Background: an optimization exercise with open tools, aiming at small area, a short achievable clock period and few clock cycles per item. Do not read the settings as production practice. Where RTL was checked, it was by simulation tests only, not by an equivalence proof against the original. No functional check of the RTL was part of run 2.

==> flow/design.v, too long to show whole: its modules and the start of the top module <==
// module barometer_pressure_compensation_unit: 1269 lines
module barometer_pressure_compensation_unit (
    input  wire logic        clk,
    input  wire logic        rst_n,
    input  wire logic        s_tvalid,
    output logic             s_tready,
    input  wire logic [23:0] s_tdata,
    output logic             m_tvalid,
    input  wire logic        m_tready,
    output logic [23:0]      m_tdata,
    output logic [0:0]       m_tuser,
    input  wire logic        cfg_we,
    input  wire logic [bpc_pkg::CFG_ADDR_BITS-1:0] cfg_addr,
    input  wire logic [bpc_pkg::COEF_BITS-1:0]     cfg_wdata
);
  // ...
==> flow/flow/run.sh <==
#!/bin/bash
# The standard layout, with one step added between synthesis and floorplan:
# polarity.py removes inverters around the full-adder cells of the synthesized
# netlist (a full adder complements both outputs when its three inputs are
# complemented, so each fa cell can take its inputs in whichever polarity needs
# fewer inverters), and gives each fa cell's latest-arriving input its carry
# input pin, the fastest of the three (the cell is symmetric in them). Registers, cells other than inverters and every other step
# are the standard flow's, except that the ports are buffered with buf_2 cells
# (BUFFER_PORTS_ARGS) rather than the slow delay-buffer cell the resizer picks.
set -euo pipefail
res=orfs/results/${FLOW_PLATFORM}/barometer_pressure_compensation_unit/base
bash standard.sh synth > standard_synth.log 2>&1
cp "$res/1_2_yosys.v" synth_netlist.v
python3 flow/polarity.py synth_netlist.v "$res/1_2_yosys.v" > polarity.log 2>&1
touch "$res/1_2_yosys.v"
bash standard.sh "BUFFER_PORTS_ARGS=-buffer_cell sky130_fd_sc_hd__buf_2" finish > standard_finish.log 2>&1
==> flow/flow/polarity.py <==
#!/usr/bin/env python3
"""Removes inverters around full-adder cells of a flat sky130 gate netlist.

A full adder is self-dual: complementing its three inputs complements both
outputs.  Each fa cell may therefore be "flipped" (inputs and outputs taken
in complemented form) without changing what the netlist computes.  The script
collapses the netlist's inverters, picks a flip for every fa cell by local
search so that as few signals as possible are needed in both polarities, and
writes the netlist back with one inverter per signal that still needs its
complement.  Flip-flops, ports and every other cell are left as they are.

usage: polarity.py IN.v OUT.v
"""
import re
import sys
import random

OUT_PINS = {"X", "Y", "Q", "Q_N", "SUM", "COUT", "HI", "LO", "GCLK"}
INV_RE = re.compile(r"^sky130_fd_sc_hd__(inv|clkinv)_\d+$")
FA_RE = re.compile(r"^sky130_fd_sc_hd__fa_\d+$")


def esc(net):
    """an escaped identifier ends at white space"""
    return net + " " if net.startswith("\\") else net


def parse(text):
    m = re.search(r"^\s*module\s+(\w+)\s*\((.*?)\);", text, re.S | re.M)
    ports = [p.strip() for p in m.group(2).split(",")]
    cell_re = re.compile(r"^  (sky130_fd_sc_hd__\w+)\s+(\S+)\s*\((.*?)\n  \);\n", re.S | re.M)
    cells = []
    spans = []
    for cm in cell_re.finditer(text):
        pins = {}
        for pm in re.finditer(r"\.(\w+)\(([^()]*)\)", cm.group(3)):
            pins[pm.group(1)] = pm.group(2).strip()
        cells.append([cm.group(1), cm.group(2), pins])
        spans.append((cm.start(), cm.end()))
    return ports, cells, spans


# rough delays (ns) for ordering the inputs of each full adder: its carry input
# is its fastest, so the latest-arriving signal goes there
FA_SUM = {"A": 0.53, "B": 0.50, "CIN": 0.48}
FA_COUT = {"A": 0.42, "B": 0.39, "CIN": 0.36}


def permute_fa_inputs(final, is_port):
    drv = {}
    for key, (typ, name, pins) in final.items():
        for p, n in pins.items():
            if p in OUT_PINS:
                drv[n] = key
    seq = lambda t: ("dfrtp" in t or "dfxtp" in t or "edfxtp" in t or "dfstp" in t
                     or "conb" in t or "dlx" in t)
    arr = {}
    state = {}

    def arrival(net):
        if net in arr:
            return arr[net]
        stack = [net]
        while stack:
            n = stack[-1]
            if n in arr:
                stack.pop()
                continue
            key = drv.get(n)
            if key is None:
                arr[n] = 1.7 if is_port(n) else 0.0
                stack.pop()
                continue
            typ, name, pins = final[key]
            if seq(typ):
                arr[n] = 0.45
                stack.pop()
                continue
            ins = [m for p, m in pins.items() if p not in OUT_PINS]
            todo = [m for m in ins if m not in arr]
            if todo:
                if state.get(n) == "visiting":
                    raise RuntimeError("combinational loop at " + n)
                state[n] = "visiting"
                stack.extend(todo)
                continue
            if FA_RE.match(typ):
                order = sorted((pins["A"], pins["B"], pins["CIN"]), key=lambda m: arr[m])
                a = dict(zip(("A", "B", "CIN"), order))
                pins.update(a)
                tsum = max(arr[a[p]] + FA_SUM[p] for p in a)
                tco = max(arr[a[p]] + FA_COUT[p] for p in a)
                arr[pins["SUM"]] = tsum
                arr[pins["COUT"]] = tco
            else:
                d = 0.06 if INV_RE.match(typ) else (0.3 if "__ha_" in typ else 0.2)
                t = max(arr[m] for m in ins) + d if ins else 0.0
                for p, m in pins.items():
                    if p in OUT_PINS:
                        arr[m] = t
            stack.pop()
        return arr[net]

    before = {k: (v[2]["A"], v[2]["B"], v[2]["CIN"]) for k, v in final.items() if FA_RE.match(v[0])}
    for key, (typ, name, pins) in final.items():
        for p, n in pins.items():
            if p in OUT_PINS:
                arrival(n)
    return sum(1 for k, v in before.items()
               if (final[k][2]["A"], final[k][2]["B"], final[k][2]["CIN"]) != v)


def main():
    src, dst = sys.argv[1], sys.argv[2]
    text = open(src).read()
    ports, cells, spans = parse(text)
    assert "assign" not in text, "netlist has assign statements"

    def is_port(net):
        base = net.lstrip("\\").split("[")[0].strip()
        return base in ports

    driver = {}            # net -> (cell index, pin)
    loads = {}             # net -> list of (cell index, pin)
    for i, (typ, name, pins) in enumerate(cells):
        for p, n in pins.items():
            if p in OUT_PINS:
                assert n not in driver, f"two drivers on {n}"
                driver[n] = (i, p)
            else:
                loads.setdefault(n, []).append((i, p))

    # inverters that may be collapsed: input driven by a cell, output feeding only cells
    inv = set()
    for i, (typ, name, pins) in enumerate(cells):
        if INV_RE.match(typ):
            a, y = pins["A"], pins["Y"]
            if a in driver and not is_port(a) and not is_port(y) and y in loads:
                inv.add(i)

    def root(net):
        pol = 0
        while net in driver and driver[net][0] in inv:
            net = cells[driver[net][0]][2]["A"]
            pol ^= 1
        return net, pol

    fa = [i for i, c in enumerate(cells) if FA_RE.match(c[0])]
    faidx = {i: k for k, i in enumerate(fa)}
    # requirements: for each root net, list of (fa index or -1, polarity)
    req = {}
    for i, (typ, name, pins) in enumerate(cells):
        if i in inv:
            continue
        for p, n in pins.items():
            if p in OUT_PINS:
                continue
            r, pol = root(n)
            req.setdefault(r, []).append((faidx.get(i, -1), pol, i, p))
    src_fa = {}
    for r in req:
        if r in driver and driver[r][0] in faidx:
            src_fa[r] = faidx[driver[r][0]]
    touch = [[] for _ in fa]
    for r, lst in req.items():
        ks = {k for k, _, _, _ in lst if k >= 0}
        if r in src_fa:
            ks.add(src_fa[r])
        for k in ks:
            touch[k].append(r)

    x = [0] * len(fa)

    def cost(r):
        sp = x[src_fa[r]] if r in src_fa else 0
        for k, pol, _, _ in req[r]:
            if (pol ^ (x[k] if k >= 0 else 0)) != sp:
                return 1
        return 0

    def total():
        return sum(cost(r) for r in req)

    start = total()
    best = list(x)
    best_cost = start
    rng = random.Random(1)
    for trial in range(8):
        if trial:
            x = [v if rng.random() < 0.8 else 1 - v for v in best]
        improved = True
        while improved:
            improved = False
            for k in range(len(fa)):
                rs = set(touch[k])
                before = sum(cost(r) for r in rs)
                x[k] ^= 1
                after = sum(cost(r) for r in rs)
                if after < before:
                    improved = True
                else:
                    x[k] ^= 1
        c = total()
        if c < best_cost:
            best, best_cost = list(x), c
    x = best

    # rewrite: drop collapsed inverters, add one inverter per root that needs it
    newpins = {}
    added = []
    decl = []
    for r, lst in req.items():
        sp = x[src_fa[r]] if r in src_fa else 0
        comp = None
        for k, pol, i, p in lst:
            need = pol ^ (x[k] if k >= 0 else 0)
            if need == sp:
                net = r
            else:
                if comp is None:
                    comp = f"polnet_{len(added)}"
                    added.append((r, comp))
                    decl.append(f"  wire {comp};\n")
                net = comp
            newpins.setdefault(i, {})[p] = net
    # final connections of every kept cell, and the added inverters
    final = {}
    for i, (typ, name, pins) in enumerate(cells):
        if i in inv:
            continue
        p2 = dict(pins)
        p2.update(newpins.get(i, {}))
        final[i] = [typ, name, p2]
    for j, (r, c) in enumerate(added):
        final[("pol", j)] = ["sky130_fd_sc_hd__inv_1", f"polinv_{j}", {"A": r, "Y": c}]
    permuted = permute_fa_inputs(final, is_port)
    out = []
    last = 0
    for i, (s, e) in enumerate(spans):
        out.append(text[last:s])
        last = e
        if i in inv:
            continue
        typ, name, pins = final[i]
        body = ",\n".join(f"    .{p}({esc(n)})" for p, n in pins.items())
        out.append(f"  {typ} {name} (\n{body}\n  );\n")
    tail = text[last:]
    body = "".join(out)
    ins = "".join(f"  sky130_fd_sc_hd__inv_1 polinv_{j} (\n    .A({esc(r)}),\n    .Y({c})\n  );\n"
                  for j, (r, c) in enumerate(added))
    tail = tail.replace("endmodule", ins + "endmodule", 1)
    # declare the new nets after the module's port list declarations
    k = body.find("  wire ")
    body = body[:k] + "".join(decl) + body[k:]
    open(dst, "w").write(body + tail)
    print(f"fa cells {len(fa)}, flipped {sum(x)}; inverters collapsed {len(inv)}, "
          f"signals needing a complement {start} -> {best_cost}, inverters written {len(added)}; "
          f"fa cells with inputs reordered {permuted}")


main()
==> flow/standard.sh <==
#!/bin/bash
# synth_recipe.tcl (not shown) runs the flow's synth.tcl, then flattens the netlist and writes it again
# the make line also repeats each setting of config.mk as NAME=value (left out here)
make -C /OpenROAD-flow-scripts/flow DESIGN_CONFIG=/design/flow/config.mk WORK_HOME=/design/flow/orfs CLKGATE_MAP_FILE= SYNTH_SCRIPT=/design/flow/synth_recipe.tcl "${@:-finish}"
==> flow/config.mk <==
export PLATFORM = sky130hd
export DESIGN_NAME = barometer_pressure_compensation_unit
export DESIGN_NICKNAME = barometer_pressure_compensation_unit
export VERILOG_FILES = /design/flow/design.v
export SDC_FILE = /design/flow/constraint.sdc
export NUM_CORES = 4
export LEC_CHECK = 0
export ABC_AREA = 1
export CAP_MARGIN = 5
export CORE_MARGIN = 2
export CORE_UTILIZATION = 40
export CTS_BUF_LIST = sky130_fd_sc_hd__clkbuf_4
export SETUP_SLACK_MARGIN = 2.5
export SLEW_MARGIN = 5
==> flow/constraint.sdc <==
create_clock -name core_clock -period 7.5 [get_ports {clk}]
set_input_delay 1.5000 -clock core_clock [delete_from_list [all_inputs] [get_ports {clk}]]
set_output_delay 1.5000 -clock core_clock [all_outputs]
set_load 0.01 [all_outputs]
==> flow_metrics.tcl, run 1 <==
set metrics [dict create \
    ff2ff_setup_slack_ns 2.63 \
    path_cells "buf_6, nand2_1, fa_1, fa_2, fa_2, fa_1, fa_1, inv_1, ha_2, fa_1, fa_1, ha_4, a21oi_2, o221ai_1" \
    clockRootBuffer "clkbuf_4" \
    cts.clk_slew.worst_paths_ns 0.06 \
    syn-num-nets 3626 \
    postCtsHoldBufs 0 \
    min_to "temp4_reg[6]" \
    drt_pass1_iterations 6 \
    wl_met1_um 32800 \
    required_ns 8.02 \
    n_tap_cell 950 \
    setup_viol 0 \
    clock_latency_ns 0.85 \
    min_from "temp3_reg[6]" \
    final_common_cell "nand2_1" \
    setup_ws_ns 2.63 \
    grt.met3_usage_pct 3.46 \
    fillers 6891 \
    crit_path_max_fanout 26 \
    finalCritPeriodShare_pct 64.9 \
    rows 98 \
    clkCellAreaFrac_pct 3.06 \
    outcome "no timing/DRC/antenna violations" \
    area_growth_pct 14.6 \
    final-seq-area_um2 8820 \
    wl_per_cell_um 19.1 \
    fin_area_um2 33300 \
    instances_no_fill 4213 \
    critPathBufInv 2 \
    syn-cell-area_um2 29100 \
    hold_path_depth 0 \
    critPathCaptureType "flop" \
    worst_path_max_delay_cell "fa_1" \
    worstSetupEndpoint "c3_reg" \
    sh_seq_area_pct 26.5 \
]
Testbench counts, summed over its fixed seeds: cycles 12,032, items 12,000.
==> run 2, diff against run 1 <==
--- a/flow/design.v
+++ b/flow/design.v
@@ -53,18 +53,20 @@
     logic [28-1:0] ra3_reg, rb3_reg;
     logic [11:0] temp3_reg;
     logic [28-1:0] s_full;
     logic [25:0] v;
     logic        clip_lo4_reg, clip_hi4_reg;
     logic [12:0] hl;
     logic [11:0] h4_reg;
     logic [2:0]  g4_reg;
-    logic        c4_reg;
+    logic        r4_ones_reg;
+    logic [2:0]  r4_low_reg;
     logic [11:0] temp4_reg;
+    logic        c;
     logic [12:0] q2;
     logic [11:0] pres;
     assign en       = !vld[3] || m_tready;
     assign s_tready = en;
     assign m_tvalid = vld[3];
     assign m_tdata  = {temp4_reg, pres};
     assign m_tuser  = clip_lo4_reg || clip_hi4_reg;
     always_ff @(posedge clk or negedge rst_n)
@@ -1249,17 +1251,18 @@
                    + 4'(t1_reg >= 10'd980);
     assign temp_next = bpc_pkg::T_BASE + 12'(tk2_reg) - 12'(t2_reg) - 12'({t2_reg, 1'b0});
     assign lo_sum = {1'b0, tc_ra[16-1:0]} + {1'b0, tc_rb[16-1:0]};
     assign s_full = ra3_reg + rb3_reg + 28'(c3_reg);
     assign v      = s_full[28-1:2];
     assign hl     = 13'(v[21:10]) + 13'(v[9:0]);
     always_comb
     begin
-        q2 = {h4_reg, 1'b1} + {9'd0, g4_reg, c4_reg};
+        c  = r4_ones_reg && (4'(r4_low_reg) + 4'(g4_reg) >= 4'd7);
+        q2 = {h4_reg, 1'b1} + {9'd0, g4_reg, c};
         if (clip_lo4_reg)
             pres = 12'd0;
         else if (clip_hi4_reg)
             pres = 12'd4095;
         else
             pres = q2[12:1];
     end
     always_ff @(posedge clk)
@@ -1276,14 +1279,15 @@
             c3_reg       <= lo_sum[16];
             ra3_reg      <= tc_ra[43:16];
             rb3_reg      <= tc_rb[43:16];
             temp3_reg    <= temp_next;
             clip_lo4_reg <= v[25];
             clip_hi4_reg <= !v[25] && ((|v[24:22]) || (&v[21:12]));
             h4_reg       <= v[21:10];
             g4_reg       <= hl[12:10];
-            c4_reg       <= (&hl[9:3]) && (4'(hl[2:0]) + 4'(hl[12:10]) >= 4'd7);
+            r4_ones_reg  <= &hl[9:3];
+            r4_low_reg   <= hl[2:0];
             temp4_reg    <= temp3_reg;
         end
     end
 endmodule
 `default_nettype wire
==> flow/flow/run.sh (replaced) <==
#!/bin/bash
# The standard layout, with one step added between synthesis and floorplan:
# polarity.py removes inverters around the full-adder cells of the synthesized
# netlist (a full adder complements both outputs when its three inputs are
# complemented, so each fa cell can take its inputs in whichever polarity needs
# fewer inverters), and gives each fa cell's latest-arriving input its carry
# input pin, the fastest of the three (the cell is symmetric in them). Registers, cells other than inverters and every other step
# are the standard flow's, except that the ports are buffered with buf_2 cells
# (BUFFER_PORTS_ARGS) rather than the slow delay-buffer cell the resizer picks,
# and that after global routing the resizer downsizes gates off the critical
# paths (RECOVER_POWER).
set -euo pipefail
res=orfs/results/${FLOW_PLATFORM}/barometer_pressure_compensation_unit/base
bash standard.sh synth > standard_synth.log 2>&1
cp "$res/1_2_yosys.v" synth_netlist.v
python3 flow/polarity.py synth_netlist.v "$res/1_2_yosys.v" > polarity.log 2>&1
touch "$res/1_2_yosys.v"
bash standard.sh "BUFFER_PORTS_ARGS=-buffer_cell sky130_fd_sc_hd__buf_2" RECOVER_POWER=100 finish > standard_finish.log 2>&1
==> flow/config.mk (replaced) <==
export PLATFORM = sky130hd
export DESIGN_NAME = barometer_pressure_compensation_unit
export DESIGN_NICKNAME = barometer_pressure_compensation_unit
export VERILOG_FILES = /design/flow/design.v
export SDC_FILE = /design/flow/constraint.sdc
export NUM_CORES = 4
export LEC_CHECK = 0
export ABC_AREA = 1
export CAP_MARGIN = 20
export CORE_MARGIN = 2
export CORE_UTILIZATION = 40
export SETUP_SLACK_MARGIN = 2.5
export SLEW_MARGIN = 20
==> run 2 against run 1 <==
Effect of this change: now fails the layout checks on capacitance limit, slew limit; clock skew down 0.056 ns; non-clock buffer count down 8; design area down 0.73%; cell count is 1.4% lower; via count shrank 1.6%; global-route usage fell by 0.33 points; register-to-register slack got worse by 1.1 ns; critical endpoint unchanged; first-iteration DRC count is 19% higher; critical path depth stayed put; flip-flop and latch count increased by 3.
==> flow_metrics.tcl, run 2 <==
set metrics [dict create \
    ant_nets 0 \
    worst_pin_slew_ns 2.93 \
    diodes 0 \
    clk_path_buf_depth 3 \
    required_ns 7.78 \
    setup_ws_ns 1.55 \
    skew_ns 0.0220 \
    cap_violations 2 \
    final-seq-area_um2 8910 \
    ioPinCount 74 \
    fillers 7010 \
    r2r-end "c3_reg" \
    fin_tns_setup_ns 0 \
    fmaxAchievable_ghz 0.168 \
    clock_latency_ns 0.56 \
    postCtsHoldBufs 0 \
    dieWidth_um 274 \
    preCtsSetupSlack_ns 1.75 \
    critPathCaptureType "flop" \
    ff2ff_setup_slack_ns 1.55 \
    slowest_delay_ns 0.95 \
    hold_path_depth 0 \
    hpwl_um 61400 \
    grt_pass1_vias 22300 \
    grt_pass1_wl_um 124000 \
    r2r_cells 14 \
    initial_core_util_pct 40.2 \
    drt_pass1_iterations 6 \
    postSynthAreaPerCell_um2 9.71 \
    place_inst 3966 \
    setup_viol 0 \
    multi_input_area_um2 18400 \
    fp.dieH_um 274 \
    relSlewSlack_pct -95.7 \
    wl_per_cell_um 19.1 \
    drc 0 \
    instances_no_fill 4153 \
    cts_buffers 35 \
    finalMaxSlewViolations 111 \
    critPathKind "reg -> reg" \
    hold_class "reg -> reg" \
    drt-total-wl_um 79200 \
    crit_path_max_fanout 22 \
    outcome "complete, but fails checks" \
    rows 99 \
    cp_data_arrival_time_ns 6.23 \
    mostFrequentLayoutCells "612 x nand2_1, 481 x inv_1, 379 x fa_1" \
    min_to "temp4_reg[4]" \
    final_common_cell "nand2_1" \
    largest_reg_flops 28 \
    cts_tree "built" \
    placement.io_buffers 69 \
    worst_path_max_delay_cell "clkbuf_1" \
    drt_iter0_drc 1737 \
    grt_overflow_total 0 \
    cts_htree_levels 2 \
    place.gp.congestion 0.934 \
    via_per_inst 5.22 \
    ys_warn_count 1 \
    rsz0062_at_grt "true" \
    grtUsageTotal_pct 21.3 \
    dieArea_um2 75100 \
    path_common_cell "fa_1" \
    area_growth_pct 13.5 \
    vias 21700 \
    period_minus_slack_ns 5.95 \
    so_faults "capacitance limit, slew limit" \
    timing.rr.start "p2_reg[8]" \
    cts.clk_slew.worst_paths_ns 0.06 \
    syn-num-nets 3654 \
    syn_inst 3004 \
    worst_setup_path_start_kind "flop" \
    syn-cell-area_um2 29200 \
    drive_above_1_share_pct 10.9 \
    clock-sinks 298 \
    fp.coreArea_um2 72600 \
    grt_max_degree 78 \
    final_hold_viol_count 0 \
    clockRootBuffer "clkbuf_16" \
    antenna_found_initial 0 \
    final_nets 3818 \
    finalCritPeriodShare_pct 79.4 \
    min_from "temp3_reg[4]" \
    path_cells "clkbuf_1, clkbuf_1, nand2_1, fa_1, fa_1, fa_1, fa_1, inv_1, ha_1, fa_1, fa_1, ha_1, a21oi_1, o221ai_1" \
]
==> run 2: final cells by class <==
| type | instances | area share [%] |
|---|---|---|
| timing repair buffer | 218 | 4.62 |
| multi-input combinational | 2111 | 55.5 |
| sequential | 298 | 26.9 |
| inverter | 504 | 5.81 |
| tap | 959 | 3.62 |
| clock buffer | 37 | 2.73 |
| clock inverter | 26 | 0.805 |
==> run 2: worst max path at each step <==
stage	slack, ns	endpoint	depth (start not counted)	startpoint
2_1_floorplan	2.52	c3_reg	15	p2_reg[5]
3_3_place_gp	1.81	x2_reg[24]	20	t1_reg[7]
3_5_place_dp	1.75	y2_reg[24]	19	t1_reg[6]
4_1_cts	2.43	m_tdata[11]	15	r4_low_reg[0]
5_1_grt	1.37	c3_reg	14	p2_reg[8]
6_report	1.55	c3_reg	14	p2_reg[8]
==> run 2: critical path: cells and delay by family, from the launching register on <==
family	cells	cell delay, ns
adders and majority gates	8	3.43
and+or+nand+nor	1	0.20
buffers and inverters	3	1.42
AOI/OAI and AO/OA	2	0.27
DFF	1	0.33
==> run 2: through the flow <==
stage | area, um^2 | hold slack, ns | utilization, %
floorplan | 29200 | 0.400 | -
global placement | 30600 | 0.400 | 42.1
detailed placement | 30600 | 0.405 | 42.1
CTS | 32800 | 0.405 | 45.2
global route | 33100 | 0.426 | 45.6
finish | 33100 | 0.415 | 45.6
==> run 2: per-layer routing <==
metal / share of wire [%] / global-route usage [%]
met3: 5.6 / 2.64
met4: 4.0 / 7.75
met5: 0 / 0
met1: 41 / 27.2
met2: 49 / 37.3
==> run 2: timing repair <==
item                       CTS  global route
setup buffers               90            33
setup endpoints to repair   64            24
resized for setup           73            87
pin swaps                   13            23
gates cloned                 1             0

==> afterwards: timing with drivers on the ports <==
Ports are ideal in the flow. The routed layouts listed here were re-timed in OpenROAD. Step 1, drivers: a clkbuf_16 drives clk and a buf_2 each remaining input, both assumed. Step 2 adds t to the input delays and takes it off the output delays; t is the mean of the earliest and latest rising clock arrival at the registers after step 1. Input paths then give back, and output paths get back, about the clock's delay inside the block. Slacks: ideal ports / drivers / drivers and shift; pairs: ideal ports / drivers.
run	shift t [ns]	slack for setup (ns)	worst setup path at the end	clock arrival spread, ns
run 1	0.868	2.632 / 2.632 / 2.632	register to register	0.086 / 0.086
run 2	0.614	1.547 / 1.547 / 1.547	register to register	0.022 / 0.022
